Background: an optimization exercise with open tools, aiming at small area. Do not read the settings as production practice.
At most, simulation tests tie the RTL to the original design; equivalence was not proved.
Function not checked in runs 5 and 6: the RTL went through the layout flow alone.
Power and IR drop assume default switching activity.

--- flow/config.mk ---
export PLATFORM = sky130hd
export DESIGN_NAME = rv_exec_top
export DESIGN_NICKNAME = rv_exec_top
export VERILOG_FILES = /design/flow/design.v
export SDC_FILE = /design/flow/constraint.sdc
export NUM_CORES = 4
export LEC_CHECK = 0
export CAP_MARGIN = 10
export CORE_MARGIN = 2
export CORE_UTILIZATION = 30
export CTS_CLUSTER_DIAMETER = 80
export CTS_CLUSTER_SIZE = 30
export SETUP_SLACK_MARGIN = 0.25
export SLEW_MARGIN = 10
export SYNTH_HIERARCHICAL = 1
--- flow/constraint.sdc ---
create_clock -name core_clock -period 4.5 [get_ports {i_clk}]
set_input_delay 0.9000 -clock core_clock [delete_from_list [all_inputs] [get_ports {i_clk}]]
set_output_delay 0.9000 -clock core_clock [all_outputs]
set_load 0.01 [all_outputs]
--- flow/design.v ---
package rv_exec_pkg;
   localparam int XLEN   = 32;
   localparam int REG_AW = 5;
   localparam logic [6:0] OPC_OP     = 7'b0110011;
   localparam logic [6:0] OPC_OP_IMM = 7'b0010011;
   localparam logic [6:0] OPC_LUI    = 7'b0110111;
endpackage
module rv_decoder (
   input  logic [31:0] i_inst,
   output logic        o_is_imm,
   output logic        o_is_lui,
   output logic        o_illegal
);
   logic [6:0] funct7;
   logic [2:0] funct3;
   assign funct7 = i_inst[31:25];
   assign funct3 = i_inst[14:12];
   always_comb begin
      o_is_imm  = 1'b0;
      o_is_lui  = 1'b0;
      o_illegal = 1'b0;
      case (i_inst[6:0])
         rv_exec_pkg::OPC_OP: begin
            if (funct7 == 7'h20)
               o_illegal = !(funct3 == 3'b000 || funct3 == 3'b101);
            else
               o_illegal = (funct7 != 7'h00);
         end
         rv_exec_pkg::OPC_OP_IMM: begin
            o_is_imm = 1'b1;
            if (funct3 == 3'b001)
               o_illegal = (funct7 != 7'h00);   
            else if (funct3 == 3'b101)
               o_illegal = (funct7 != 7'h00) && (funct7 != 7'h20);
         end
         rv_exec_pkg::OPC_LUI: o_is_lui = 1'b1;
         default: o_illegal = 1'b1;
      endcase
   end
endmodule
module rv_rf_aoi222 (
   input  logic a1, a2, b1, b2, c1, c2,
   output logic y
);
   assign y = !((a1 && a2) || (b1 && b2) || (c1 && c2));
endmodule
module rv_rf_tail (
   input  logic [10:0] i_grp_n,
   input  logic        i_imm_n,
   output logic        o_data
);
   assign o_data = !(&i_grp_n[3:0] && &i_grp_n[7:4] && &{i_grp_n[10:8], i_imm_n});
endmodule
module rv_rf_tail0 (
   input  logic [10:0] i_grp_n,
   output logic        o_data
);
   assign o_data = !(&i_grp_n[3:0] && &i_grp_n[7:4] && &i_grp_n[10:8]);
endmodule
module rv_regfile #(
   parameter bit HAS_IMM = 1'b1
) (
   input  logic [3:0]                          i_lo_1h,   
   input  logic [7:0]                          i_hi_1h,   
   input  logic [rv_exec_pkg::XLEN-1:0]        i_imm_n,
   input  logic [31*rv_exec_pkg::XLEN-1:0]     i_regs,    
   output logic [rv_exec_pkg::XLEN-1:0]        o_data
);
   localparam int XLEN = rv_exec_pkg::XLEN;
   logic [31:1] sel;
   for (genvar r = 1; r < 32; r++) begin : g_sel
      assign sel[r] = i_lo_1h[r%4] && i_hi_1h[r/4];
   end
   for (genvar b = 0; b < XLEN; b++) begin : g_bit
      logic [10:0] grp_n;    
      for (genvar g = 0; g < 10; g++) begin : g_grp
         rv_rf_aoi222 u_aoi (
            .a1 (sel[3*g+1]), .a2 (i_regs[(3*g+0)*XLEN+b]),
            .b1 (sel[3*g+2]), .b2 (i_regs[(3*g+1)*XLEN+b]),
            .c1 (sel[3*g+3]), .c2 (i_regs[(3*g+2)*XLEN+b]),
            .y  (grp_n[g])
         );
      end
      assign grp_n[10] = !(sel[31] && i_regs[30*XLEN+b]);
      if (HAS_IMM) begin : g_imm
         rv_rf_tail u_tail (
            .i_grp_n  (grp_n),
            .i_imm_n  (i_imm_n[b]),
            .o_data   (o_data[b])
         );
      end else begin : g_noimm
         rv_rf_tail0 u_tail (
            .i_grp_n  (grp_n),
            .o_data   (o_data[b])
         );
      end
   end
endmodule
module rv_alu_pg (
   input  logic a, b, sub,
   output logic p, g
);
   logic bx;
   assign bx = b ^ sub;
   assign p  = a ^ bx;
   assign g  = a && bx;
endmodule
module rv_alu_pg0 (
   input  logic a, b, sub,
   output logic p, g
);
   logic bx;
   assign bx = b ^ sub;
   assign p  = a ^ bx;
   assign g  = (a && bx) || (a && sub) || (bx && sub);
endmodule
module rv_alu_pfx_n (
   input  logic gh, ph, gl, pl,
   output logic go_n, po_n
);
   assign go_n = !(gh || (ph && gl));
   assign po_n = !(ph && pl);
endmodule
module rv_alu_pfx_p (
   input  logic gh_n, ph_n, gl_n, pl_n,
   output logic go, po
);
   assign go = !(gh_n && (ph_n || gl_n));
   assign po = !(ph_n || pl_n);
endmodule
module rv_alu_pfxg_n (
   input  logic gh, ph, gl,
   output logic go_n
);
   assign go_n = !(gh || (ph && gl));
endmodule
module rv_alu_pfxg_p (
   input  logic gh_n, ph_n, gl_n,
   output logic go
);
   assign go = !(gh_n && (ph_n || gl_n));
endmodule
module rv_alu_inv (
   input  logic a,
   output logic y
);
   assign y = !a;
endmodule
module rv_alu_xnor2 (
   input  logic a, b,
   output logic y
);
   assign y = !(a ^ b);
endmodule
module rv_alu_mux2i (
   input  logic s, d0, d1,
   output logic y
);
   assign y = !(s ? d1 : d0);
endmodule
module rv_alu_xor2 (
   input  logic a, b,
   output logic y
);
   assign y = a ^ b;
endmodule
module rv_alu_res4 (
   input  logic p, g, shr, shl,
   input  logic sel_p, sel_g, sel_sr, sel_sl,
   output logic y
);
   assign y = (sel_p && p) || (sel_g && g) || (sel_sr && shr) || (sel_sl && shl);
endmodule
module rv_alu_fin (
   input  logic sum, sel_add, other,
   output logic y
);
   assign y = (sel_add && sum) || other;
endmodule
module rv_alu_fin0 (
   input  logic sum, sel_add, other, cmp,
   output logic y
);
   assign y = (sel_add && sum) || other || cmp;
endmodule
module rv_alu_cmp (
   input  logic p31, c31, a31, cout_n, sel_slt, sel_sltu,
   output logic y
);
   logic slt;
   assign slt = p31 ? !c31 : a31;
   assign y   = (sel_slt && slt) || (sel_sltu && cout_n);
endmodule
module rv_alu (
   input  logic [rv_exec_pkg::XLEN-1:0] i_a,
   input  logic [rv_exec_pkg::XLEN-1:0] i_b,
   input  logic [2:0]                   i_funct3,
   input  logic                         i_alt,       
   input  logic                         i_is_imm,
   input  logic                         i_is_lui,
   output logic [rv_exec_pkg::XLEN-1:0] o_result
);
   localparam int XLEN = rv_exec_pkg::XLEN;
   logic            sel_add, sel_p, sel_g, sel_sr, sel_sl, sel_slt, sel_sltu;
   logic            sub, fill, fill_n;
   logic [XLEN-1:0] p, g, c, sum;
   logic [XLEN-1:0] pg_g [6];
   logic [XLEN-1:0] pg_p [6];
   logic [XLEN-1:0] sh   [7];
   logic            cmp;
   always_comb begin
      sel_add  = i_is_lui || (i_funct3 == 3'b000);
      sel_p    = !i_is_lui && ((i_funct3 == 3'b100) || (i_funct3 == 3'b110));
      sel_g    = !i_is_lui && ((i_funct3 == 3'b110) || (i_funct3 == 3'b111));
      sel_sr   = !i_is_lui && (i_funct3 == 3'b101);
      sel_sl   = !i_is_lui && (i_funct3 == 3'b001);
      sel_slt  = !i_is_lui && (i_funct3 == 3'b010);
      sel_sltu = !i_is_lui && (i_funct3 == 3'b011);
      sub      = sel_slt || sel_sltu
                 || (!i_is_lui && !i_is_imm && i_alt && (i_funct3 == 3'b000));
   end
   rv_alu_pg0 u_pg0 (.a (i_a[0]), .b (i_b[0]), .sub (sub), .p (p[0]), .g (g[0]));
   for (genvar i = 1; i < XLEN; i++) begin : g_pg
      rv_alu_pg u_pg (.a (i_a[i]), .b (i_b[i]), .sub (sub), .p (p[i]), .g (g[i]));
   end
   function automatic integer pol(input integer k, input integer i);
      integer b;
      begin
         pol = 0;
         for (b = 0; b < k; b = b + 1)
            pol = pol ^ ((i >> b) & 1);
      end
   endfunction
   assign pg_g[0] = g;
   assign pg_p[0] = p;
   for (genvar k = 0; k < 5; k++) begin : g_lvl
      logic [XLEN-1:0] inv_g, inv_p;
      for (genvar j = 0; j < XLEN; j++) begin : g_lo
         if (j + 1 < XLEN && (((j + 1) >> k) & 1) == 1 && ((j + 1) & ((1 << k) - 1)) == 0) begin : g_copy
            rv_alu_inv u_ig (.a (pg_g[k][j]), .y (inv_g[j]));
            if (j + 1 >= (2 << k)) begin : g_cp
               rv_alu_inv u_ip (.a (pg_p[k][j]), .y (inv_p[j]));
            end else begin : g_nop
               assign inv_p[j] = 1'b0;    
            end
         end else begin : g_none
            assign inv_g[j] = 1'b0;    
            assign inv_p[j] = 1'b0;
         end
      end
      for (genvar i = 0; i < XLEN; i++) begin : g_node
         localparam int J = ((i >> k) << k) - 1;
         logic lo_g, lo_p;
         if (((i >> k) & 1) == 1 && pol(k, i) != pol(k, J)) begin : g_li
            assign lo_g = inv_g[J];
            assign lo_p = inv_p[J];
         end else if (((i >> k) & 1) == 1) begin : g_ld
            assign lo_g = pg_g[k][J];
            assign lo_p = pg_p[k][J];
         end else begin : g_lx
            assign lo_g = 1'b0;    
            assign lo_p = 1'b0;
         end
         if (((i >> k) & 1) == 0) begin : g_pass
            assign pg_g[k+1][i] = pg_g[k][i];
            assign pg_p[k+1][i] = pg_p[k][i];
         end else if (i >= (2 << k)) begin : g_full
            if (pol(k, i) == 0) begin : g_n
               rv_alu_pfx_n u_pfx (
                  .gh (pg_g[k][i]), .ph (pg_p[k][i]), .gl (lo_g), .pl (lo_p),
                  .go_n (pg_g[k+1][i]), .po_n (pg_p[k+1][i])
               );
            end else begin : g_p
               rv_alu_pfx_p u_pfx (
                  .gh_n (pg_g[k][i]), .ph_n (pg_p[k][i]), .gl_n (lo_g), .pl_n (lo_p),
                  .go (pg_g[k+1][i]), .po (pg_p[k+1][i])
               );
            end
         end else begin : g_gen
            if (pol(k, i) == 0) begin : g_n
               rv_alu_pfxg_n u_pfx (
                  .gh (pg_g[k][i]), .ph (pg_p[k][i]), .gl (lo_g),
                  .go_n (pg_g[k+1][i])
               );
            end else begin : g_p
               rv_alu_pfxg_p u_pfx (
                  .gh_n (pg_g[k][i]), .ph_n (pg_p[k][i]), .gl_n (lo_g),
                  .go (pg_g[k+1][i])
               );
            end
            assign pg_p[k+1][i] = pg_p[k][i];    
         end
      end
   end
   logic [XLEN-1:0] c_pol;
   assign c[0]     = sub;
   assign c_pol[0] = 1'b0;
   for (genvar i = 1; i < XLEN; i++) begin : g_c
      assign c[i]     = pg_g[5][i-1];
      assign c_pol[i] = 1'(pol(5, i - 1));
   end
   for (genvar i = 0; i < XLEN; i++) begin : g_sum
      if (pol(5, i - 1) == 0 || i == 0) begin : g_x
         rv_alu_xor2 u_sum (.a (p[i]), .b (c[i]), .y (sum[i]));
      end else begin : g_xn
         rv_alu_xnor2 u_sum (.a (p[i]), .b (c[i]), .y (sum[i]));
      end
   end
   assign fill   = i_alt && !sel_sl && i_a[XLEN-1];
   assign fill_n = !fill;
   for (genvar i = 0; i < XLEN; i++) begin : g_rev
      rv_alu_mux2i u_rev (.s (sel_sl), .d0 (i_a[i]), .d1 (i_a[XLEN-1-i]), .y (sh[1][i]));
   end
   assign sh[0] = '0;    
   for (genvar k = 0; k < 5; k++) begin : g_sh
      for (genvar i = 0; i < XLEN; i++) begin : g_bit
         rv_alu_mux2i u_mux (
            .s  (i_b[k]),    
            .d0 (sh[k+1][i]),
            .d1 ((i + (1 << k) < XLEN) ? sh[k+1][i + (1 << k)] : ((k % 2 == 0) ? fill_n : fill)),
            .y  (sh[k+2][i])
         );
      end
   end
   rv_alu_cmp u_cmp (
      .p31 (p[XLEN-1]), .c31 (c[XLEN-1]), .a31 (i_a[XLEN-1]), .cout_n (pg_g[5][XLEN-1]),
      .sel_slt (sel_slt), .sel_sltu (sel_sltu), .y (cmp)
   );
   for (genvar i = 0; i < XLEN; i++) begin : g_res
      logic other;
      rv_alu_res4 u_res4 (
         .p (p[i]), .g (g[i]), .shr (sh[6][i]), .shl (sh[6][XLEN-1-i]),
         .sel_p (sel_p), .sel_g (sel_g), .sel_sr (sel_sr), .sel_sl (sel_sl),
         .y (other)
      );
      if (i == 0) begin : g_b0
         rv_alu_fin0 u_fin (.sum (sum[i]), .sel_add (sel_add), .other (other), .cmp (cmp), .y (o_result[i]));
      end else begin : g_bn
         rv_alu_fin u_fin (.sum (sum[i]), .sel_add (sel_add), .other (other), .y (o_result[i]));
      end
   end
endmodule
module rv_exec_top (
   input  logic                              i_clk,
   input  logic                              i_rst,
   input  logic                              i_valid,
   input  logic [rv_exec_pkg::XLEN-1:0]      i_inst,
   input  logic                              i_wr_en,
   input  logic [rv_exec_pkg::REG_AW-1:0]    i_wr_addr,
   input  logic [rv_exec_pkg::XLEN-1:0]      i_wr_data,
   output logic                              o_valid,
   output logic [rv_exec_pkg::XLEN-1:0]      o_result,
   output logic [rv_exec_pkg::REG_AW-1:0]    o_rd,
   output logic                              o_illegal
);
   localparam int XLEN = rv_exec_pkg::XLEN;
   logic            dec_is_imm, dec_is_lui, dec_illegal;
   logic [XLEN-1:0]    regs [1:31];
   logic [31*XLEN-1:0] regs_flat;
   logic            s1_valid, s1_illegal;
   logic            s1_rs1_en;    
   logic            s1_rs2_en;    
   logic [4:0]      s1_rd;
   logic [2:0]      s1_funct3;
   logic [6:0]      s1_funct7;    
   logic [3:0]      s1_rs1_lo, s1_rs2_lo;    
   logic [7:0]      s1_rs1_hi, s1_rs2_hi;    
   logic [1:0]      s1_rs1_b10, s1_rs2_b10;   
   logic            s1_is_imm, s1_is_lui;
   logic [4:0]      s1_rs1, s1_rs2;
   logic            s2_valid, s2_illegal;
   logic [4:0]      s2_rd;
   logic [XLEN-1:0] s2_result;
   logic [XLEN-1:0] rs1_data, rs2_data, alu_result;
   for (genvar r = 1; r < 32; r++) begin : g_reg
      always_ff @(posedge i_clk) begin
         if (i_wr_en && (i_wr_addr == r))
            regs[r] <= i_wr_data;
      end
      assign regs_flat[(r-1)*XLEN +: XLEN] = regs[r];
   end
   rv_decoder u_decoder (
      .i_inst    (i_inst),
      .o_is_imm  (dec_is_imm),
      .o_is_lui  (dec_is_lui),
      .o_illegal (dec_illegal)
   );
   always_ff @(posedge i_clk) begin
      s1_valid   <= !i_rst && i_valid;
      s1_illegal <= dec_illegal;
      s1_rs1_en  <= !dec_is_lui;
      s1_rs2_en  <= !dec_is_lui && !dec_is_imm;
      s1_rd      <= i_inst[11:7];
      s1_funct3  <= i_inst[14:12];
      s1_funct7  <= i_inst[31:25];
      s1_rs1_b10 <= i_inst[16:15];
      s1_rs2_b10 <= i_inst[21:20];
      for (int k = 0; k < 4; k++) begin
         s1_rs1_lo[k] <= !dec_is_lui && (i_inst[16:15] == k);
         s1_rs2_lo[k] <= !dec_is_lui && !dec_is_imm && (i_inst[21:20] == k);
      end
      for (int k = 0; k < 8; k++) begin
         s1_rs1_hi[k] <= (i_inst[19:17] == k);
         s1_rs2_hi[k] <= (i_inst[24:22] == k);
      end
   end
   assign s1_is_lui = !s1_rs1_en;
   assign s1_is_imm = s1_rs1_en && !s1_rs2_en;
   assign s1_rs1 = {s1_rs1_hi[4] | s1_rs1_hi[5] | s1_rs1_hi[6] | s1_rs1_hi[7],
                    s1_rs1_hi[2] | s1_rs1_hi[3] | s1_rs1_hi[6] | s1_rs1_hi[7],
                    s1_rs1_hi[1] | s1_rs1_hi[3] | s1_rs1_hi[5] | s1_rs1_hi[7],
                    s1_rs1_b10};
   assign s1_rs2 = {s1_rs2_hi[4] | s1_rs2_hi[5] | s1_rs2_hi[6] | s1_rs2_hi[7],
                    s1_rs2_hi[2] | s1_rs2_hi[3] | s1_rs2_hi[6] | s1_rs2_hi[7],
                    s1_rs2_hi[1] | s1_rs2_hi[3] | s1_rs2_hi[5] | s1_rs2_hi[7],
                    s1_rs2_b10};
   logic [XLEN-1:0] imm, imm_n;
   assign imm = s1_is_lui ? {s1_funct7, s1_rs2, s1_rs1, s1_funct3, 12'b0}
              : s1_is_imm ? {{(XLEN-12){s1_funct7[6]}}, s1_funct7, s1_rs2}
              : '0;
   assign imm_n = ~imm;
   rv_regfile #(.HAS_IMM (1'b0)) u_rs1 (
      .i_lo_1h (s1_rs1_lo),
      .i_hi_1h (s1_rs1_hi),
      .i_imm_n ('1),
      .i_regs  (regs_flat),
      .o_data  (rs1_data)
   );
   rv_regfile u_rs2 (
      .i_lo_1h (s1_rs2_lo),
      .i_hi_1h (s1_rs2_hi),
      .i_imm_n (imm_n),
      .i_regs  (regs_flat),
      .o_data  (rs2_data)
   );
   rv_alu u_alu (
      .i_a      (rs1_data),
      .i_b      (rs2_data),
      .i_funct3 (s1_funct3),
      .i_alt    (s1_funct7[5]),
      .i_is_imm (s1_is_imm),
      .i_is_lui (s1_is_lui),
      .o_result (alu_result)
   );
   always_ff @(posedge i_clk) begin
      s2_valid   <= !i_rst && s1_valid;
      s2_illegal <= s1_illegal;
      s2_rd      <= s1_rd;
      s2_result  <= alu_result;
   end
   always_ff @(posedge i_clk) begin
      o_valid   <= !i_rst && s2_valid;
      o_illegal <= !i_rst && s2_valid && s2_illegal;
      o_rd      <= s2_rd;
      o_result  <= s2_result;
   end
endmodule
--- flow/run.sh ---
#!/bin/bash
# synth_recipe.tcl (not shown) runs the flow's synth.tcl, then flattens the netlist and writes it again
# the make line also repeats each setting of config.mk as NAME=value (left out here)
make -C /OpenROAD-flow-scripts/flow DESIGN_CONFIG=/design/flow/config.mk WORK_HOME=/design/flow/orfs CLKGATE_MAP_FILE= SYNTH_SCRIPT=/design/flow/synth_recipe.tcl finish
==> flow_summary.toml, run 1 <==
[routing]
dr.first_iter.drc_count = 9081
dr_total_vias = 35430
drt_pass1_iterations = 15
wl_per_cell_um = 32.71
via_per_inst = 6.420
drc = 0
wl_um = 180500
ant_nets = 0

[clock_network]
cts-root-buf = "clkbuf_16"
cts.path.max_buffers = 3
hold_buffers = 0
cts_tree = "done"
clock-sinks = 1117
cts-buffers-inserted = 50
clock_latency_ns = 0.71
cts_max_level = 2
clkTransAtPathRegs_ns = 0.11

[timing]
rsz0062_at_grt = "yes"
slew_headroom_pct = 14.14
final-hold-violation-count = 0
period_needed_ns = 4.347
setup_slack_ns = 0.1533
finalSetupViolCount = 0
max_freq_ghz = 0.2301
clock_skew_ns = 0.04857
worstMarginPinSlew_ns = 1.284
period_share_pct = 96.59
setup_tns_ns = 0
drv_slew = 0

[global_routing]
grt_pass1_wl_um = 245100
grt_overflow = 0
grt_max_degree = 35
grt_use_total_pct = 21.22
grt_pass1_vias = 32700
antenna_found_initial = 13

[floorplanning]
top_level_ports = 112
core.rowCount = 144
dieArea_um2 = 159100
coreArea_um2 = 154400
initial_core_util_pct = 30.30
die_h_um = 398.9
die_w_um = 398.9

[worst_setup_path]
critPathCaptureType = "flop"
critical_path_class = "reg2reg"
start_kind = "flop"
crit_arrival_ns = 4.92
path_max_fanout = 7
worstPathRequired_ns = 5.08

[yosys]
yosys_warnings = 17
syn_avg_cell_area_um2 = 16.19
netlist_instances = 2889
syn_area_um2 = 46780

[place]
io_buffers = 111
place_congestion = 0.9165
dp_cells = 5401
post-place-ws_ns = 0.09142
dp_hpwl_um = 119000

[run_status]
outcome = "complete, no violations"

[pwr]
p_leak_uw = 0.01847
ir_worst_vdd_uv = 271.0
powerDensity_nw_per_um2 = 386.8

[cells_and_area]
fin_nets = 3545
fin_cells = 5519
fillers = 14440
drive_above_1_share_pct = 21.19
area_delta_synth_final_pct = 20.84

[run]
cap_viol_max_count = 0

[worst_hold_path]
worstHoldPathType = "reg2reg"
## routing by layer
| metal | part of all wire [%] | global-route usage (%) | vias up |
|---|---|---|---|
| met3 | 15 | 6.996 | 323 |
| li1 | - | - | 14440 |
| met5 | 0.12 | 0 | - |
| met2 | 44 | 32.94 | 2872 |
| met4 | 3.2 | 5.115 | 26 |
| met1 | 37 | 28.59 | 17770 |
## power breakdown
group	leakage [µW]	internal (µW)	switching, µW
Sequential	0.00999	11600	155
Combinational	0.00769	1810	2480
Clock	0.000797	2340	3470
## state kept, by name (all words and copies together), names as in the netlist, 3 cells and up
register,flops
s2_result,32
s1_funct3,3
regs,992
s1_rd,5
o_rd,5
s1_rs1_hi,8
s1_rs2_hi,8
s1_rs1_lo,4
s2_rd,5
s1_funct7,7
o_result,32
s1_rs2_lo,4
## critical path: stages, from the launching register on
cell and delay, ns:
dfxtp_4 0.39, and2_4 0.19, buf_12 0.14, a222oi_1 0.55, nand4_1 0.49, or3_4 0.56, xor2_2 0.16, ha_1 0.37
a21oi_4 0.09, o21ai_4 0.20, a21oi_4 0.11, o21ai_4 0.17, inv_2 0.08, o21ai_2 0.15, nand2_1 0.07, a32o_1 0.24
a211o_1 0.24
## path summary, 6_finish.rpt
check	startpoint	end	slack (ns)	cells after the start
hold / removal	s2_rd[0]	o_rd[0]	0.33	0
hold reg to reg	s2_rd[0]	o_rd[0]	0.33	0
setup reg to reg	s1_rs2_hi[4]	s2_result[0]	0.15	16
setup / recovery	s1_rs2_hi[4]	s2_result[0]	0.15	16
## through the flow
step | area, µm² | util (%) | hold WS [ns] | total power, µW
floorplan | 46840 | - | 0.3096 | 14010
finish | 56530 | 36.61 | 0.3325 | 21870
global route | 56530 | 36.61 | 0.3388 | 22510
CTS | 55670 | 36.06 | 0.3339 | 21650
global placement | 53930 | 34.93 | 0.3108 | 15970
detailed placement | 53930 | 34.93 | 0.3121 | 15970
## area by class of cell
cell class | instances | area [µm²] | area share (%)
antenna | 2 | 5.005 | 0.008853
clock buffer | 69 | 1375 | 2.432
clock inverter | 15 | 292.8 | 0.5179
inverter | 31 | 120.1 | 0.2125
multi-input combinational | 1718 | 14930 | 26.41
sequential | 1117 | 32330 | 57.19
tap | 2044 | 2557 | 4.524
timing repair buffer | 523 | 4921 | 8.705
## what timing repair did
item                       in CTS  in global routing
setup endpoints to repair      14                 32
buffers inserted                1                 22
gates cloned                    0                  9
gates resized for setup        20                148
pin swaps                      21                102
## cells in the final DEF (no fill, tap or decap), types with 15 or more instances in the layout
cell and count:
nand3_1 79, buf_4 348, a21oi_2 44, nand3_2 20
dfxtp_1 108, buf_12 44, nand4_1 162, and2_1 31
clkdlybuf4s50_1 110, nand2_1 80, mux2i_1 175, a22oi_1 60
inv_1 26, a21o_1 32, or3_4 37, o21ai_2 19
clkbuf_1 16, edfxtp_1 992, nor2_4 33, clkbuf_16 59
and2_4 21, xor2_1 46, ha_1 29, mux2i_2 16
nor2_1 23, or3_1 27, xnor2_1 15, a21oi_1 15
a222oi_1 640
==> inputs of run 2 (changes only) <==
==> flow/flow/run.sh (new file) <==
#!/bin/bash
# The standard layout (standard.sh), run in two calls: first its synthesis,
# unchanged, then the rest of the flow with our own clock-tree options
# (sink clusters, and no dummy loads for balancing).
set -euo pipefail
here=$(pwd)
bash standard.sh synth > "$here/synth.log" 2>&1
export CTS_ARGS="-sink_clustering_enable -repair_clock_nets -dont_use_dummy_load -sink_clustering_size 30 -sink_clustering_max_diameter 80"
bash standard.sh > "$here/layout.log" 2>&1
==> flow/standard.sh (new file) <==
#!/bin/bash
# synth_recipe.tcl (not shown) runs the flow's synth.tcl, then flattens the netlist and writes it again
# the make line also repeats each setting of config.mk as NAME=value (left out here)
make -C /OpenROAD-flow-scripts/flow DESIGN_CONFIG=/design/flow/config.mk WORK_HOME=/design/flow/orfs CLKGATE_MAP_FILE= SYNTH_SCRIPT=/design/flow/synth_recipe.tcl "${@:-finish}"
--- a/flow/config.mk
+++ b/flow/config.mk
@@ -8,8 +8,6 @@
 export CAP_MARGIN = 10
 export CORE_MARGIN = 2
 export CORE_UTILIZATION = 30
-export CTS_CLUSTER_DIAMETER = 80
-export CTS_CLUSTER_SIZE = 30
-export SETUP_SLACK_MARGIN = 0.25
+export SETUP_SLACK_MARGIN = 0.1
 export SLEW_MARGIN = 10
 export SYNTH_HIERARCHICAL = 1
removed: flow/run.sh
==> flow_summary.toml, run 2 <==
[cells_and_area]
regMostFlops = "regs"
area_delta_synth_final_pct = 17.65
largest_reg_flops = 992
seqCellArea_um2 = 32310
fin_nets = 3444
layout_common_cells = "edfxtp_1, a222oi_1, buf_4, mux2i_1, nand4_1"
fillers = 14540
design_area_um2 = 55040
layout_commonest_cell = "edfxtp_1"
top_regs = "regs: 992 flops, o_result: 32 flops, s2_result: 32 flops"
multi_input_area_um2 = 14810
drive_above_1_share_pct = 17.62

[yosys]
syn_avg_cell_area_um2 = 16.19
netlist_instances = 2889
syn_area_um2 = 46780
yosys_warnings = 17

[global_routing]
grt_use_total_pct = 19.45
grt_overflow = 0
grt_use_met3_pct = 4.629
grtUsageMet2_pct = 30.30
grt_pass1_wl_um = 228700
antenna_found_initial = 20
use_met1_pct = 27.48
top_usage_layer = "met2"
grt_max_degree = 35
grt_pass1_vias = 31510

[timing]
period_needed_ns = 4.362
hold_ws_ns = 0.3151
max_freq_ghz = 0.2292
setup_tns_ns = 0
period_share_pct = 96.94
clock_skew_ns = 0.1117
final-hold-violation-count = 0
rsz0062_at_grt = "yes"
finalSetupViolCount = 0
worstMarginPinSlew_ns = 1.216
drv_slew = 0
slew_headroom_pct = 18.66

[floorplanning]
top_level_ports = 112
die_h_um = 398.9
initial_core_util_pct = 30.30
dieArea_um2 = 159100
die_w_um = 398.9
core.rowCount = 144
coreArea_um2 = 154400

[routing]
ant_nets = 0
wl_um = 162100
dr_total_vias = 34100
wl_per_cell_um = 30.11
drc = 0
dr.first_iter.drc_count = 7858
via_per_inst = 6.333
drt_pass1_iterations = 13

[worst_setup_path]
critical_path_class = "reg2reg"
crit_path_cell_trace = "and2_2 -> a222oi_1 -> nand4_1 -> or3_1 -> mux2i_2 -> mux2i_1 -> mux2i_2 -> mux2i_1 -> buf_4 -> mux2i_2 -> mux2i_1 -> a22oi_2 -> nand2_1 -> a21o_1"
path_max_fanout = 7
r2r_slack_ns = 0.14
start_kind = "flop"
crit_path_max_incr_delay_ns = 0.63
worstPathRequired_ns = 5.03
critPathCaptureType = "flop"
cp_slowest_cell = "or3_1"
crit_arrival_ns = 4.89
reg2reg_depth = 14

[clock_network]
hold_buffers = 0
cts-buffers-inserted = 57
clock-sinks = 1117
cts_max_level = 2
cts_tree = "done"
cts.path.max_buffers = 3
clock_latency_ns = 0.72
cts-root-buf = "clkbuf_16"
clkTransAtPathRegs_ns = 0.10

[worst_hold_path]
whs_path_depth = 0
worstHoldPathType = "reg2reg"

[run_status]
outcome = "complete, no violations"

[pwr]
p_leak_uw = 0.01778
powerDensity_nw_per_um2 = 385.1
ir_worst_vdd_uv = 311.5

[place]
place_congestion = 0.9077
dp_hpwl_um = 116400
io_buffers = 111
place_area_um2 = 53240

[run]
cap_viol_max_count = 0
-- run 2: worst max-delay path, delay by kind of cell, from the launching register on --
kind                   cells  cell delay, ns
AND/OR/NAND/NOR            4            1.43
multiplexers               6            1.11
flip-flops                 1            0.40
buffers and inverters      1            0.17
AO/OA/AOI/OAI              3            1.07
-- run 2: area by class of cell --
class | count | area share (%)
Multi-Input combinational cell | 1716 | 26.91
Timing Repair Buffer | 417 | 6.927
Inverter | 31 | 0.2114
Antenna cell | 2 | 0.009094
Sequential cell | 1117 | 58.70
Tap cell | 2044 | 4.647
Clock buffer | 57 | 2.592
-- run 2: per-stage QoR --
stage               instances  setup WS, ns  total power, µW  utilization, %
global placement         5322      -0.01426            15820           34.48
detailed placement       5322      -0.03390            15830           34.48
global route             5384       0.07468            21880           35.64
floorplan                2889        0.1006            14010               -
finish                   5384        0.1377            21190           35.64
CTS                      5380        0.1127            21150           35.47
-- run 2: final timing paths --
check / startpoint / end
setup / recovery: s1_rs1_lo[0] / s2_result[27]
hold / removal: s2_rd[0] / o_rd[0]
setup reg to reg: s1_rs1_lo[0] / s2_result[27]
hold reg to reg: s2_rd[0] / o_rd[0]
-- run 2: where the power goes --
group,internal [µW],total [µW],switching (µW)
Combinational,1660,4030,2370
Sequential,11600,11700,142
Clock,2240,5410,3170
Total,15500,21200,5680
-- run 2: per-layer routing --
layer / share of wire (%) / up-vias
met4: 2.1 / 26
li1: - / 14180
met2: 45 / 2390
met3: 13 / 202
met1: 40 / 17300
met5: 0.091 / -
-- run 2: timing repair --
action                                  CTS  global route
setup buffers                             1             1
gates resized for setup                  23            71
gates cloned                              0             0
pin swaps                                15            69
endpoints found under the setup margin   17            32
hold endpoints to repair                  0             0
==> inputs of run 3 (changes only) <==
--- a/flow/config.mk
+++ b/flow/config.mk
@@ -7,7 +7,7 @@
 export LEC_CHECK = 0
 export CAP_MARGIN = 10
 export CORE_MARGIN = 2
-export CORE_UTILIZATION = 30
+export CORE_UTILIZATION = 35
 export SETUP_SLACK_MARGIN = 0.1
 export SLEW_MARGIN = 10
 export SYNTH_HIERARCHICAL = 1
==> flow_summary.toml, run 3 <==
[run_status]
outcome = "complete, no violations"

[worst_setup_path]
critPathCaptureType = "flop"
path_max_fanout = 19
crit_arrival_ns = 4.87
r2r_slack_ns = 0.17
start_kind = "flop"
critical_path_class = "reg2reg"
worstPathRequired_ns = 5.04

[pwr]
powerDensity_nw_per_um2 = 382.7
p_leak_uw = 0.01789
ir_worst_vdd_uv = 297.6

[timing]
period_needed_ns = 4.332
hold_ws_ns = 0.2856
setup_slack_ns = 0.1685
clock_skew_ns = 0.08862
drv_slew = 0
max_freq_ghz = 0.2309
slew_headroom_pct = 18.35
worstMarginPinSlew_ns = 1.221
final-hold-violation-count = 0
period_share_pct = 96.26
setup_tns_ns = 0
rsz0062_at_grt = "no"
finalSetupViolCount = 0

[place]
dp_hpwl_um = 118100
io_buffers = 111
post-place-ws_ns = 0.009547
place_congestion = 0.9212

[cells_and_area]
largest_reg_flops = 992
top_regs = "regs: 992 flops, o_result: 32 flops, s2_result: 32 flops"
drive_above_1_share_pct = 17.87
fillers = 12050
fin_nets = 3469
layout_commonest_cell = "edfxtp_1"
area_delta_synth_final_pct = 17.10
layout_common_cells = "edfxtp_1, a222oi_1, buf_4, mux2i_1, nand4_1"
regMostFlops = "regs"

[floorplanning]
coreArea_um2 = 133100
core.rowCount = 134
initial_core_util_pct = 35.14
die_h_um = 369.6
dieArea_um2 = 136600
top_level_ports = 112
die_w_um = 369.6

[global_routing]
grt_overflow = 0
grt_pass1_vias = 32200
grt_pass1_wl_um = 238600
antenna_found_initial = 4
grt_max_degree = 34
grt_use_total_pct = 23.94

[yosys]
netlist_instances = 2889
yosys_warnings = 17
syn_area_um2 = 46780
syn_avg_cell_area_um2 = 16.19

[clock_network]
cts_max_level = 2
clock-sinks = 1117
cts_tree = "done"
clkTransAtPathRegs_ns = 0.11
cts-root-buf = "clkbuf_16"
cts.path.max_buffers = 3
cts-buffers-inserted = 54
clock_latency_ns = 0.73

[routing]
drc = 0
ant_nets = 0
wl_per_cell_um = 33.07
dr.first_iter.drc_count = 8449
dr_total_vias = 34460
drt_pass1_iterations = 13
wl_um = 169800
via_per_inst = 6.711

[worst_hold_path]
worstHoldPathType = "reg2reg"

[run]
cap_viol_max_count = 0
## run 3: metal layers
metal / global-route usage, % / up-vias / share of wire, %
li1: - / 14230 / -
met1: 32.55 / 17380 / 38
met2: 37.62 / 2597 / 45
met3: 5.961 / 250 / 14
met4: 7.434 / 6 / 3.3
met5: 0 / - / 0.024
## run 3: repair_timing
action	4_1_cts	5_1_grt
hold buffers	0	0
cloned	0	0
setup buffers	0	5
setup endpoints to repair	3	32
pin swaps	12	57
gates resized for setup	11	72
## run 3: worst max-delay path, stage by stage (launching register included)
cell      delay (ns)
dfxtp_1         0.41
and2_1          0.17
buf_4           0.24
a222oi_1        0.48
nand4_1         0.38
or3_4           0.54
xor2_1          0.16
ha_1            0.35
nand2_1         0.08
o21ai_2         0.16
a21oi_2         0.07
buf_4           0.16
o21ai_4         0.16
inv_2           0.08
o21ai_2         0.14
nand2_1         0.07
a32o_1          0.25
a211o_1         0.26
## run 3: where the power goes
group | internal [µW] | switching [µW]
clock network | 2130 | 3090
registers | 11600 | 140
logic | 1620 | 2370
total | 15400 | 5590
## run 3: area by class of cell
cell class / instances / area, µm² / share of cell area (%)
antenna: 3 / 7.507 / 0.01370
clock buffer: 54 / 1351 / 2.467
tap: 1768 / 2212 / 4.038
inverter: 31 / 116.4 / 0.2124
multi-input combinational: 1716 / 14710 / 26.85
sequential: 1117 / 32310 / 58.98
timing repair buffer: 445 / 4078 / 7.444
## run 3: path summary, 6_finish.rpt
check / startpoint / to / cells after the start
worst min-delay path: s2_result[3] / o_result[3] / 0
worst max register to register: s1_rs2_lo[1] / s2_result[0] / 17
worst max-delay path: s1_rs2_lo[1] / s2_result[0] / 17
worst min register to register: s2_result[3] / o_result[3] / 0
## run 3: per-stage QoR
stage	area, µm²	utilization (%)	instances	power (µW)
after floorplan	46830	-	2889	14010
after global placement	53150	39.92	5071	15810
after detailed placement	53150	39.92	5071	15810
after CTS	54530	40.96	5125	20890
after global routing	54770	41.14	5131	21640
final	54780	41.15	5134	20960
==> inputs of run 4 (changes only) <==
--- a/flow/config.mk
+++ b/flow/config.mk
@@ -7,7 +7,7 @@
 export LEC_CHECK = 0
 export CAP_MARGIN = 10
 export CORE_MARGIN = 2
-export CORE_UTILIZATION = 35
-export SETUP_SLACK_MARGIN = 0.1
+export CORE_UTILIZATION = 30
+export SETUP_SLACK_MARGIN = 0.06
 export SLEW_MARGIN = 10
 export SYNTH_HIERARCHICAL = 1
==> flow_summary.toml, run 4 <==
[place]
place_congestion = 0.9475
io_buffers = 111
post-place-ws_ns = -0.2745
dp_hpwl_um = 116100
place_area_um2 = 53760

[worst_setup_path]
path_max_fanout = 10
worstPathRequired_ns = 5.08
crit_family = "multiplexers"
cp_num_buf_inv = 3
crit_path_cell_trace = "and2_4 -> buf_4 -> a222oi_1 -> nand4_1 -> buf_4 -> or3_1 -> mux2i_2 -> mux2i_1 -> mux2i_1 -> mux2i_2 -> mux2i_1 -> mux2i_1 -> buf_4 -> a22oi_1 -> nand2_1 -> a21o_1"
critPathMostFrequentCell = "mux2i_1"
crit_arrival_ns = 5.14
start_kind = "flop"
critical_path_class = "reg2reg"
crit_path_max_incr_delay_ns = 0.66
critPathCaptureType = "flop"
cp_slowest_cell = "a222oi_1"

[cells_and_area]
largest_reg_flops = 992
design_area_um2 = 55570
fillers = 14490
layout_commonest_cell = "edfxtp_1"
layout_common_cells = "edfxtp_1, a222oi_1, buf_4, mux2i_1, nand4_1"
regMostFlops = "regs"
drive_above_1_share_pct = 18.52
area_delta_synth_final_pct = 18.78
top_regs = "regs: 992 flops, o_result: 32 flops, s2_result: 32 flops"
fin_nets = 3519

[pwr]
seq_power_share_pct = 54.8
power_frac_clock_pct = 25.7
swShare_pct = 26.87
p_leak_uw = 0.01815
powerDensity_nw_per_um2 = 385.7
ir_worst_vdd_uv = 387.4
power.switching_uw = 5758
p_int_uw = 15670
combPwrFrac_pct = 19.5

[timing]
final-hold-violation-count = 0
setup_slack_ns = -0.06160
finalSetupViolCount = 6
clock_skew_ns = 0.1032
hold_ws_ns = 0.2690
max_freq_ghz = 0.2192
period_needed_ns = 4.562
rsz0062_at_grt = "yes"
period_share_pct = 101.4
worstMarginPinSlew_ns = 1.271
drv_slew = 0
setup_tns_ns = -0.1688
slew_headroom_pct = 15.02

[yosys]
syn_avg_cell_area_um2 = 16.19
yosys_warnings = 17
netlist_instances = 2889
syn_area_um2 = 46780

[global_routing]
antenna_found_initial = 16
grt_overflow = 0
grt_pass1_wl_um = 235000
grt_pass1_vias = 32310
grt_use_total_pct = 20.07
grt_max_degree = 34

[floorplanning]
coreArea_um2 = 154400
core.rowCount = 144
top_level_ports = 112
die_w_um = 398.9
die_h_um = 398.9
initial_core_util_pct = 30.30
dieArea_um2 = 159100

[routing]
wl_per_cell_um = 30.74
ant_nets = 0
drc = 0
drt_pass1_iterations = 11
via_per_inst = 6.383
dr_total_vias = 34850
dr.first_iter.drc_count = 8209
wl_um = 167800

[clock_network]
cts.path.max_buffers = 3
clock_latency_ns = 0.73
cts-root-buf = "clkbuf_16"
clock-sinks = 1117
cts_max_level = 2
clkTransAtPathRegs_ns = 0.11
cts-buffers-inserted = 59
hold_buffers = 0
cts_tree = "done"

[run_status]
outcome = "failed layout checks"
check.faults = "setup timing"

[worst_hold_path]
worstHoldPathType = "reg2reg"

[run]
cap_viol_max_count = 0
[run 4: per-stage QoR]
step           instances  total power [µW]  utilization, %
2_1_floorplan       2889             14010               -
3_3_place_gp        5388             15960           34.82
3_5_place_dp        5388             15990           34.82
4_1_cts             5448             21370           35.81
5_1_grt             5458             22130           35.98
6_report            5460             21430           35.99
[run 4: area by class of cell]
class                   count  area [µm²]  area share, %
clock buffers              59        1476          2.657
diodes                      3       7.507        0.01351
flip-flops and latches   1117       32310          58.14
multi-input cells        1716       14660          26.38
inverters                  31       116.4         0.2094
well taps                2044        2557          4.603
repair buffers            490        4442          7.994
[run 4: power groups by stage]
stage	logic (µW)	clock network (µW)	registers (µW)
finish	4180	5500	11800
global route	4420	5930	11800
CTS	4030	5590	11800
detailed placement	4000	0	12000
global placement	3980	0	12000
floorplan	2030	0	12000
[run 4: what timing repair did]
item / in CTS / in global routing
setup endpoints to repair: 32 / 32
buffers inserted: 1 / 6
pin swaps: 5 / 51
resized for setup: 11 / 51
gates cloned: 0 / 2
hold endpoints to repair: 0 / 0
[run 4: routing by layer]
metal	vias to the layer above	GRT usage (%)	part of all wire, %
li1	14340	-	-
met1	17640	28.37	40
met2	2629	30.24	43
met3	229	5.820	14
met4	18	4.764	2.5
met5	-	0	0.097
[run 4: final timing paths]
path	start	to	slack [ns]	depth (start not counted)
min	s2_result[25]	o_result[25]	0.27	0
min reg2reg	s2_result[25]	o_result[25]	0.27	0
max	s1_rs1_lo[0]	s2_result[23]	-0.06	16
max reg2reg	s1_rs1_lo[0]	s2_result[23]	-0.06	16
==> inputs of run 5 (changes only) <==
--- a/flow/design.v
+++ b/flow/design.v
@@ -114,43 +114,18 @@
    assign p  = a ^ bx;
    assign g  = (a && bx) || (a && sub) || (bx && sub);
 endmodule
-module rv_alu_pfx_n (
+module rv_alu_pfx (
    input  logic gh, ph, gl, pl,
-   output logic go_n, po_n
-);
-   assign go_n = !(gh || (ph && gl));
-   assign po_n = !(ph && pl);
-endmodule
-module rv_alu_pfx_p (
-   input  logic gh_n, ph_n, gl_n, pl_n,
    output logic go, po
 );
-   assign go = !(gh_n && (ph_n || gl_n));
-   assign po = !(ph_n || pl_n);
+   assign go = gh || (ph && gl);
+   assign po = ph && pl;
 endmodule
-module rv_alu_pfxg_n (
+module rv_alu_pfxg (
    input  logic gh, ph, gl,
-   output logic go_n
-);
-   assign go_n = !(gh || (ph && gl));
-endmodule
-module rv_alu_pfxg_p (
-   input  logic gh_n, ph_n, gl_n,
    output logic go
 );
-   assign go = !(gh_n && (ph_n || gl_n));
-endmodule
-module rv_alu_inv (
-   input  logic a,
-   output logic y
-);
-   assign y = !a;
-endmodule
-module rv_alu_xnor2 (
-   input  logic a, b,
-   output logic y
-);
-   assign y = !(a ^ b);
+   assign go = gh || (ph && gl);
 endmodule
 module rv_alu_mux2i (
    input  logic s, d0, d1,
@@ -164,32 +139,21 @@
 );
    assign y = a ^ b;
 endmodule
-module rv_alu_res4 (
-   input  logic p, g, shr, shl,
-   input  logic sel_p, sel_g, sel_sr, sel_sl,
-   output logic y
-);
-   assign y = (sel_p && p) || (sel_g && g) || (sel_sr && shr) || (sel_sl && shl);
-endmodule
-module rv_alu_fin (
-   input  logic sum, sel_add, other,
-   output logic y
-);
-   assign y = (sel_add && sum) || other;
-endmodule
-module rv_alu_fin0 (
-   input  logic sum, sel_add, other, cmp,
+module rv_alu_res (
+   input  logic sum, p, g, shr, shl,
+   input  logic sel_add, sel_p, sel_g, sel_sr, sel_sl,
    output logic y
 );
-   assign y = (sel_add && sum) || other || cmp;
+   assign y = (sel_add && sum) || (sel_p && p) || (sel_g && g)
+              || (sel_sr && shr) || (sel_sl && shl);
 endmodule
 module rv_alu_cmp (
-   input  logic p31, c31, a31, cout_n, sel_slt, sel_sltu,
+   input  logic p31, c31, a31, cout, sel_slt, sel_sltu,
    output logic y
 );
    logic slt;
    assign slt = p31 ? !c31 : a31;
-   assign y   = (sel_slt && slt) || (sel_sltu && cout_n);
+   assign y   = (sel_slt && slt) || (sel_sltu && !cout);
 endmodule
 module rv_alu (
    input  logic [rv_exec_pkg::XLEN-1:0] i_a,
@@ -207,6 +171,7 @@
    logic [XLEN-1:0] pg_g [6];
    logic [XLEN-1:0] pg_p [6];
    logic [XLEN-1:0] sh   [7];
+   logic [XLEN-1:0] res;
    logic            cmp;
    always_comb begin
       sel_add  = i_is_lui || (i_funct3 == 3'b000);
@@ -223,88 +188,32 @@
    for (genvar i = 1; i < XLEN; i++) begin : g_pg
       rv_alu_pg u_pg (.a (i_a[i]), .b (i_b[i]), .sub (sub), .p (p[i]), .g (g[i]));
    end
-   function automatic integer pol(input integer k, input integer i);
-      integer b;
-      begin
-         pol = 0;
-         for (b = 0; b < k; b = b + 1)
-            pol = pol ^ ((i >> b) & 1);
-      end
-   endfunction
    assign pg_g[0] = g;
    assign pg_p[0] = p;
    for (genvar k = 0; k < 5; k++) begin : g_lvl
-      logic [XLEN-1:0] inv_g, inv_p;
-      for (genvar j = 0; j < XLEN; j++) begin : g_lo
-         if (j + 1 < XLEN && (((j + 1) >> k) & 1) == 1 && ((j + 1) & ((1 << k) - 1)) == 0) begin : g_copy
-            rv_alu_inv u_ig (.a (pg_g[k][j]), .y (inv_g[j]));
-            if (j + 1 >= (2 << k)) begin : g_cp
-               rv_alu_inv u_ip (.a (pg_p[k][j]), .y (inv_p[j]));
-            end else begin : g_nop
-               assign inv_p[j] = 1'b0;    
-            end
-         end else begin : g_none
-            assign inv_g[j] = 1'b0;    
-            assign inv_p[j] = 1'b0;
-         end
-      end
       for (genvar i = 0; i < XLEN; i++) begin : g_node
-         localparam int J = ((i >> k) << k) - 1;
-         logic lo_g, lo_p;
-         if (((i >> k) & 1) == 1 && pol(k, i) != pol(k, J)) begin : g_li
-            assign lo_g = inv_g[J];
-            assign lo_p = inv_p[J];
-         end else if (((i >> k) & 1) == 1) begin : g_ld
-            assign lo_g = pg_g[k][J];
-            assign lo_p = pg_p[k][J];
-         end else begin : g_lx
-            assign lo_g = 1'b0;    
-            assign lo_p = 1'b0;
-         end
          if (((i >> k) & 1) == 0) begin : g_pass
             assign pg_g[k+1][i] = pg_g[k][i];
             assign pg_p[k+1][i] = pg_p[k][i];
          end else if (i >= (2 << k)) begin : g_full
-            if (pol(k, i) == 0) begin : g_n
-               rv_alu_pfx_n u_pfx (
-                  .gh (pg_g[k][i]), .ph (pg_p[k][i]), .gl (lo_g), .pl (lo_p),
-                  .go_n (pg_g[k+1][i]), .po_n (pg_p[k+1][i])
-               );
-            end else begin : g_p
-               rv_alu_pfx_p u_pfx (
-                  .gh_n (pg_g[k][i]), .ph_n (pg_p[k][i]), .gl_n (lo_g), .pl_n (lo_p),
-                  .go (pg_g[k+1][i]), .po (pg_p[k+1][i])
-               );
-            end
+            rv_alu_pfx u_pfx (
+               .gh (pg_g[k][i]), .ph (pg_p[k][i]),
+               .gl (pg_g[k][((i >> k) << k) - 1]), .pl (pg_p[k][((i >> k) << k) - 1]),
+               .go (pg_g[k+1][i]), .po (pg_p[k+1][i])
+            );
          end else begin : g_gen
-            if (pol(k, i) == 0) begin : g_n
-               rv_alu_pfxg_n u_pfx (
-                  .gh (pg_g[k][i]), .ph (pg_p[k][i]), .gl (lo_g),
-                  .go_n (pg_g[k+1][i])
-               );
-            end else begin : g_p
-               rv_alu_pfxg_p u_pfx (
-                  .gh_n (pg_g[k][i]), .ph_n (pg_p[k][i]), .gl_n (lo_g),
-                  .go (pg_g[k+1][i])
-               );
-            end
+            rv_alu_pfxg u_pfx (
+               .gh (pg_g[k][i]), .ph (pg_p[k][i]),
+               .gl (pg_g[k][((i >> k) << k) - 1]),
+               .go (pg_g[k+1][i])
+            );
             assign pg_p[k+1][i] = pg_p[k][i];    
          end
       end
    end
-   logic [XLEN-1:0] c_pol;
-   assign c[0]     = sub;
-   assign c_pol[0] = 1'b0;
-   for (genvar i = 1; i < XLEN; i++) begin : g_c
-      assign c[i]     = pg_g[5][i-1];
-      assign c_pol[i] = 1'(pol(5, i - 1));
-   end
+   assign c = {pg_g[5][XLEN-2:0], sub};
    for (genvar i = 0; i < XLEN; i++) begin : g_sum
-      if (pol(5, i - 1) == 0 || i == 0) begin : g_x
-         rv_alu_xor2 u_sum (.a (p[i]), .b (c[i]), .y (sum[i]));
-      end else begin : g_xn
-         rv_alu_xnor2 u_sum (.a (p[i]), .b (c[i]), .y (sum[i]));
-      end
+      rv_alu_xor2 u_sum (.a (p[i]), .b (c[i]), .y (sum[i]));
    end
    assign fill   = i_alt && !sel_sl && i_a[XLEN-1];
    assign fill_n = !fill;
@@ -323,22 +232,17 @@
       end
    end
    rv_alu_cmp u_cmp (
-      .p31 (p[XLEN-1]), .c31 (c[XLEN-1]), .a31 (i_a[XLEN-1]), .cout_n (pg_g[5][XLEN-1]),
+      .p31 (p[XLEN-1]), .c31 (c[XLEN-1]), .a31 (i_a[XLEN-1]), .cout (pg_g[5][XLEN-1]),
       .sel_slt (sel_slt), .sel_sltu (sel_sltu), .y (cmp)
    );
    for (genvar i = 0; i < XLEN; i++) begin : g_res
-      logic other;
-      rv_alu_res4 u_res4 (
-         .p (p[i]), .g (g[i]), .shr (sh[6][i]), .shl (sh[6][XLEN-1-i]),
-         .sel_p (sel_p), .sel_g (sel_g), .sel_sr (sel_sr), .sel_sl (sel_sl),
-         .y (other)
+      rv_alu_res u_res (
+         .sum (sum[i]), .p (p[i]), .g (g[i]), .shr (sh[6][i]), .shl (sh[6][XLEN-1-i]),
+         .sel_add (sel_add), .sel_p (sel_p), .sel_g (sel_g), .sel_sr (sel_sr), .sel_sl (sel_sl),
+         .y (res[i])
       );
-      if (i == 0) begin : g_b0
-         rv_alu_fin0 u_fin (.sum (sum[i]), .sel_add (sel_add), .other (other), .cmp (cmp), .y (o_result[i]));
-      end else begin : g_bn
-         rv_alu_fin u_fin (.sum (sum[i]), .sel_add (sel_add), .other (other), .y (o_result[i]));
-      end
    end
+   assign o_result = {res[XLEN-1:1], res[0] | cmp};
 endmodule
 module rv_exec_top (
    input  logic                              i_clk,
==> flow/run.sh (new file) <==
#!/bin/bash
# synth_recipe.tcl (not shown) runs the flow's synth.tcl, then flattens the netlist and writes it again
# the make line also repeats each setting of config.mk as NAME=value (left out here)
make -C /OpenROAD-flow-scripts/flow DESIGN_CONFIG=/design/flow/config.mk WORK_HOME=/design/flow/orfs CLKGATE_MAP_FILE= SYNTH_SCRIPT=/design/flow/synth_recipe.tcl finish
==> flow/config.mk (replaced) <==
export PLATFORM = sky130hd
export DESIGN_NAME = rv_exec_top
export DESIGN_NICKNAME = rv_exec_top
export VERILOG_FILES = /design/flow/design.v
export SDC_FILE = /design/flow/constraint.sdc
export NUM_CORES = 4
export LEC_CHECK = 0
export CAP_MARGIN = 5
export CORE_MARGIN = 2
export CORE_UTILIZATION = 55
export CTS_CLUSTER_DIAMETER = 100
export CTS_CLUSTER_SIZE = 40
export GPL_TIMING_DRIVEN = 0
export MIN_ROUTING_LAYER = met2
export SLEW_MARGIN = 5
export SYNTH_HIERARCHICAL = 1
removed: flow/flow/run.sh
removed: flow/standard.sh
==> flow_summary.toml, run 5 <==
[floorplanning]
top_level_ports = 112
initial_core_util_pct = 55.28
die_h_um = 295.8
die_w_um = 295.8
core.rowCount = 107

[global_routing]
grt_pass1_vias = 51400
grt_pass1_wl_um = 288700
grt_use_total_pct = 69.23
grt_overflow = 50
grt_max_degree = 65

[place]
dp_hpwl_um = 127100
place_congestion = 1.092
dp_cells = 4213
io_buffers = 111

[yosys]
syn_area_um2 = 46840
yosys_warnings = 17
netlist_instances = 2864
syn_avg_cell_area_um2 = 16.36

[clock_network]
cts-root-buf = "clkbuf_16"
cts-buffers-inserted = 38
clock-sinks = 1117
cts_max_level = 2
cts.path.max_buffers = 3

[run_status]
error_line = "[ERROR GRT-0116] Global routing finished with congestion. Check the congestion regions in the DRC Viewer."
outcome = "stopped before the end"
haltStage = "5_1_grt"
run 5: per-layer routing:
metal / overflow / global-route usage, %
met3: 34 / 78.47
met4: 2 / 42.86
met5: 14 / 55.43
met1: - / -
met2: 0 / 75.77
run 5: worst max path at each step:
stage                  from            end  slack [ns]  depth (start not counted)
2_1_floorplan  s1_rs2_lo[3]  s2_result[31]        0.02                         16
3_5_place_dp   s1_rs2_lo[3]  s2_result[31]       -1.92                         17
4_1_cts        s1_rs2_lo[3]  s2_result[31]       -0.56                         16
3_3_place_gp   s1_rs2_lo[2]  s2_result[31]       -2.46                         15
run 5: power by group through the flow:
stage,sequential (µW),clock [µW],combinational [µW]
3_3_place_gp,12000,0,3420
3_5_place_dp,12000,0,3520
2_1_floorplan,12000,0,2000
4_1_cts,11700,5010,3780
run 5: metrics by stage:
stage | worst slack (ns) | hold slack [ns] | instance area, µm² | utilization [%] | power, µW
floorplan | 0.01845 | 0.3096 | 46870 | - | 13980
global placement | -2.456 | 0.3119 | 49410 | 58.31 | 15390
detailed placement | -1.917 | 0.3121 | 51720 | 61.03 | 15500
CTS | -0.5552 | 0.3200 | 53670 | 63.34 | 20530
run 5: repair_timing:
action | 4_1_cts
hold buffers | 0
endpoints found under the setup margin | 32
buffers inserted | 60
gates cloned | 11
pin swaps | 90
resized for setup | 74
==> inputs of run 6 (changes only) <==
--- a/flow/design.v
+++ b/flow/design.v
@@ -51,17 +51,10 @@
 );
    assign o_data = !(&i_grp_n[3:0] && &i_grp_n[7:4] && &{i_grp_n[10:8], i_imm_n});
 endmodule
-module rv_rf_tail0 (
-   input  logic [10:0] i_grp_n,
-   output logic        o_data
-);
-   assign o_data = !(&i_grp_n[3:0] && &i_grp_n[7:4] && &i_grp_n[10:8]);
-endmodule
-module rv_regfile #(
-   parameter bit HAS_IMM = 1'b1
-) (
+module rv_regfile (
    input  logic [3:0]                          i_lo_1h,   
    input  logic [7:0]                          i_hi_1h,   
+   input  logic                                i_en,
    input  logic [rv_exec_pkg::XLEN-1:0]        i_imm_n,
    input  logic [31*rv_exec_pkg::XLEN-1:0]     i_regs,    
    output logic [rv_exec_pkg::XLEN-1:0]        o_data
@@ -69,7 +62,7 @@
    localparam int XLEN = rv_exec_pkg::XLEN;
    logic [31:1] sel;
    for (genvar r = 1; r < 32; r++) begin : g_sel
-      assign sel[r] = i_lo_1h[r%4] && i_hi_1h[r/4];
+      assign sel[r] = i_en && i_lo_1h[r%4] && i_hi_1h[r/4];
    end
    for (genvar b = 0; b < XLEN; b++) begin : g_bit
       logic [10:0] grp_n;    
@@ -82,18 +75,11 @@
          );
       end
       assign grp_n[10] = !(sel[31] && i_regs[30*XLEN+b]);
-      if (HAS_IMM) begin : g_imm
-         rv_rf_tail u_tail (
-            .i_grp_n  (grp_n),
-            .i_imm_n  (i_imm_n[b]),
-            .o_data   (o_data[b])
-         );
-      end else begin : g_noimm
-         rv_rf_tail0 u_tail (
-            .i_grp_n  (grp_n),
-            .o_data   (o_data[b])
-         );
-      end
+      rv_rf_tail u_tail (
+         .i_grp_n  (grp_n),
+         .i_imm_n  (i_imm_n[b]),
+         .o_data   (o_data[b])
+      );
    end
 endmodule
 module rv_alu_pg (
@@ -267,9 +253,8 @@
    logic [4:0]      s1_rd;
    logic [2:0]      s1_funct3;
    logic [6:0]      s1_funct7;    
-   logic [3:0]      s1_rs1_lo, s1_rs2_lo;    
-   logic [7:0]      s1_rs1_hi, s1_rs2_hi;    
-   logic [1:0]      s1_rs1_b10, s1_rs2_b10;   
+   logic [3:0]      s1_rs1_lo, s1_rs2_lo;
+   logic [7:0]      s1_rs1_hi, s1_rs2_hi;
    logic            s1_is_imm, s1_is_lui;
    logic [4:0]      s1_rs1, s1_rs2;
    logic            s2_valid, s2_illegal;
@@ -297,11 +282,9 @@
       s1_rd      <= i_inst[11:7];
       s1_funct3  <= i_inst[14:12];
       s1_funct7  <= i_inst[31:25];
-      s1_rs1_b10 <= i_inst[16:15];
-      s1_rs2_b10 <= i_inst[21:20];
       for (int k = 0; k < 4; k++) begin
-         s1_rs1_lo[k] <= !dec_is_lui && (i_inst[16:15] == k);
-         s1_rs2_lo[k] <= !dec_is_lui && !dec_is_imm && (i_inst[21:20] == k);
+         s1_rs1_lo[k] <= (i_inst[16:15] == k);
+         s1_rs2_lo[k] <= (i_inst[21:20] == k);
       end
       for (int k = 0; k < 8; k++) begin
          s1_rs1_hi[k] <= (i_inst[19:17] == k);
@@ -313,19 +296,22 @@
    assign s1_rs1 = {s1_rs1_hi[4] | s1_rs1_hi[5] | s1_rs1_hi[6] | s1_rs1_hi[7],
                     s1_rs1_hi[2] | s1_rs1_hi[3] | s1_rs1_hi[6] | s1_rs1_hi[7],
                     s1_rs1_hi[1] | s1_rs1_hi[3] | s1_rs1_hi[5] | s1_rs1_hi[7],
-                    s1_rs1_b10};
+                    s1_rs1_lo[2] | s1_rs1_lo[3],
+                    s1_rs1_lo[1] | s1_rs1_lo[3]};
    assign s1_rs2 = {s1_rs2_hi[4] | s1_rs2_hi[5] | s1_rs2_hi[6] | s1_rs2_hi[7],
                     s1_rs2_hi[2] | s1_rs2_hi[3] | s1_rs2_hi[6] | s1_rs2_hi[7],
                     s1_rs2_hi[1] | s1_rs2_hi[3] | s1_rs2_hi[5] | s1_rs2_hi[7],
-                    s1_rs2_b10};
+                    s1_rs2_lo[2] | s1_rs2_lo[3],
+                    s1_rs2_lo[1] | s1_rs2_lo[3]};
    logic [XLEN-1:0] imm, imm_n;
    assign imm = s1_is_lui ? {s1_funct7, s1_rs2, s1_rs1, s1_funct3, 12'b0}
               : s1_is_imm ? {{(XLEN-12){s1_funct7[6]}}, s1_funct7, s1_rs2}
               : '0;
    assign imm_n = ~imm;
-   rv_regfile #(.HAS_IMM (1'b0)) u_rs1 (
+   rv_regfile u_rs1 (
       .i_lo_1h (s1_rs1_lo),
       .i_hi_1h (s1_rs1_hi),
+      .i_en    (s1_rs1_en),          
       .i_imm_n ('1),
       .i_regs  (regs_flat),
       .o_data  (rs1_data)
@@ -333,6 +319,7 @@
    rv_regfile u_rs2 (
       .i_lo_1h (s1_rs2_lo),
       .i_hi_1h (s1_rs2_hi),
+      .i_en    (s1_rs2_en),
       .i_imm_n (imm_n),
       .i_regs  (regs_flat),
       .o_data  (rs2_data)
--- a/flow/config.mk
+++ b/flow/config.mk
@@ -5,12 +5,12 @@
 export SDC_FILE = /design/flow/constraint.sdc
 export NUM_CORES = 4
 export LEC_CHECK = 0
-export CAP_MARGIN = 5
+export CAP_MARGIN = 20
 export CORE_MARGIN = 2
 export CORE_UTILIZATION = 55
 export CTS_CLUSTER_DIAMETER = 100
 export CTS_CLUSTER_SIZE = 40
 export GPL_TIMING_DRIVEN = 0
 export MIN_ROUTING_LAYER = met2
-export SLEW_MARGIN = 5
+export SLEW_MARGIN = 20
 export SYNTH_HIERARCHICAL = 1
==> flow_summary.toml, run 6 <==
[clock_network]
cts-root-buf = "clkbuf_16"
cts_max_level = 2
cts-buffers-inserted = 37
cts.path.max_buffers = 3
clock-sinks = 1113

[floorplanning]
core.rowCount = 107
initial_core_util_pct = 55.25
die_w_um = 296.0
die_h_um = 296.0
top_level_ports = 112

[place]
io_buffers = 111
post-place-ws_ns = -1.748
dp_hpwl_um = 124900
place_congestion = 1.100

[yosys]
yosys.cell_count.top_type = "edfxtp_1"
synth_top_family_by_area = "compound AO/OA/AOI/OAI gates"
ys_types = 45
synth_xor_area_share_pct = 1.246
synth_compound_area_share_pct = 16.46
synth_mux_area_share_pct = 4.122
yosys.area.top_type = "edfxtp_1"
synth_ff_type = "edfxtp_1"
yosys-top-cells-area = "edfxtp_1, a222oi_1, dfxtp_1"
yosysSeqAreaShare_pct = 68.68
syn_area_um2 = 46900
syn_avg_cell_area_um2 = 16.30
synthAdderAreaFrac_pct = 0.8271
netlist_instances = 2878
ys_ff_latch = 1113
ys_async_sr_fraction_pct = 0
synth_common_cells = "edfxtp_1, a222oi_1, nand4_1, mux2i_1, dfxtp_1"
synth_top_area_share_pct = 63.52
synth_edf_count = 992
yosys.area_share.simple_pct = 7.505
yosys_warnings = 17

[global_routing]
grt_pass1_vias = 53800
grt_pass1_wl_um = 310300
grt_overflow = 8
grt_max_degree = 45
grt_use_total_pct = 74.38

[run_status]
haltStage = "5_1_grt"
outcome = "stopped before the end"
error_line = "[ERROR GRT-0116] Global routing finished with congestion. Check the congestion regions in the DRC Viewer."
==> run 6: layer usage <==
metal / GRT overflow / global-route usage (%)
met1: - / -
met2: 0 / 79.44
met3: 2 / 81.17
met4: 2 / 56.25
met5: 4 / 56.76
==> run 6: timing repair <==
action	4_1_cts
buffers inserted	126
gates cloned	36
endpoints found under the hold margin	0
pin swaps	151
setup endpoints to repair	32
resized for setup	167
hold buffers	0
==> run 6: worst max-delay path by stage <==
| stage | from | slack, ns | endpoint | cells after the start |
|---|---|---|---|---|
| 3_3_place_gp | s1_rs2_en | -2.50 | s2_result[18] | 17 |
| 3_5_place_dp | s1_rs2_en | -1.75 | s2_result[21] | 17 |
| 2_1_floorplan | s1_rs2_en | 0.002 | s2_result[31] | 17 |
| 4_1_cts | s1_rs2_en | -0.41 | s2_result[31] | 18 |
==> run 6: stage by stage <==
| step | hold slack (ns) | instances | util [%] | instance area [µm²] |
|---|---|---|---|---|
| after CTS | 0.3400 | 4486 | 65.28 | 55410 |
| after floorplan | 0.3096 | 2909 | - | 47060 |
| after global placement | 0.3103 | 4164 | 58.44 | 49610 |
| after detailed placement | 0.3121 | 4264 | 61.47 | 52180 |
==> run 6: cell families after synthesis <==
kind of cell	after synthesis
adders and majority gates	31
muxes	193
buffers and inverters	75
AOI/OAI and AO/OA	809
and+or+nand+nor	591
xor gates and xnor gates	65
other	1
DFF	1113
==> run 6: per-module statistics from Yosys, one instance, submodules excluded <==
| module | cells inside | area, µm² |
|---|---|---|
| rv_alu_pfx | 2 | 13.76 |
| rv_exec_top | 1245 | 32900 |
| rv_alu_pg0 | 2 | 35.03 |
| rv_alu_pg | 2 | 21.27 |
| rv_alu_cmp | 4 | 23.77 |
| rv_rf_tail | 4 | 25.02 |
| rv_rf_aoi222 | 1 | 10.01 |
| rv_decoder | 17 | 113.9 |
| rv_alu_xor2 | 1 | 8.758 |
| rv_alu | 49 | 341.6 |
| rv_alu_res | 3 | 21.27 |
| rv_alu_mux2i | 1 | 10.01 |
| rv_alu_pfxg | 1 | 7.507 |
| rv_regfile | 77 | 511.7 |
==> run 6: power groups by stage <==
stage	logic, µW	clock network (µW)	registers [µW]
floorplan	1940	0	11900
global placement	3460	0	11900
detailed placement	3550	0	11900
CTS	3940	4910	11700

==> port drivers added, routing unchanged <==
No port has a modelled driver above. Below, the same layouts with a new extraction and two added sets of constraints.
Step 1 sets driving cells, clkbuf_16 on the clock port and buf_2 on the other inputs (assumed; they add their load-dependent delay and slew).
Step 2 adds t to the input delays and takes it off the output delays; t is the mean of the earliest and latest rising clock arrival at the registers after step 1. Input paths then give back, and output paths get back, about the clock's delay inside the block.
Slacks: no drivers / after step 1 / after step 2; pairs: no drivers / after step 1.
run | shift t [ns] | slack for setup (ns) | hold WS [ns] | latest minus earliest clock arrival (ns) | worst data-port slew with drivers (ns)
run 1 | 0.756 | 0.153 / 0.153 / 0.153 | 0.333 / 0.333 / 0.333 | 0.063 / 0.062 | 0.13
run 2 | 0.741 | 0.138 / 0.138 / 0.138 | 0.315 / 0.315 / 0.315 | 0.112 / 0.112 | 0.11
run 3 | 0.760 | 0.168 / 0.168 / 0.168 | 0.286 / 0.286 / 0.286 | 0.095 / 0.095 | 0.15
run 4 | 0.763 | -0.062 / -0.062 / -0.062 | 0.269 / 0.269 / 0.269 | 0.103 / 0.103 | 0.24
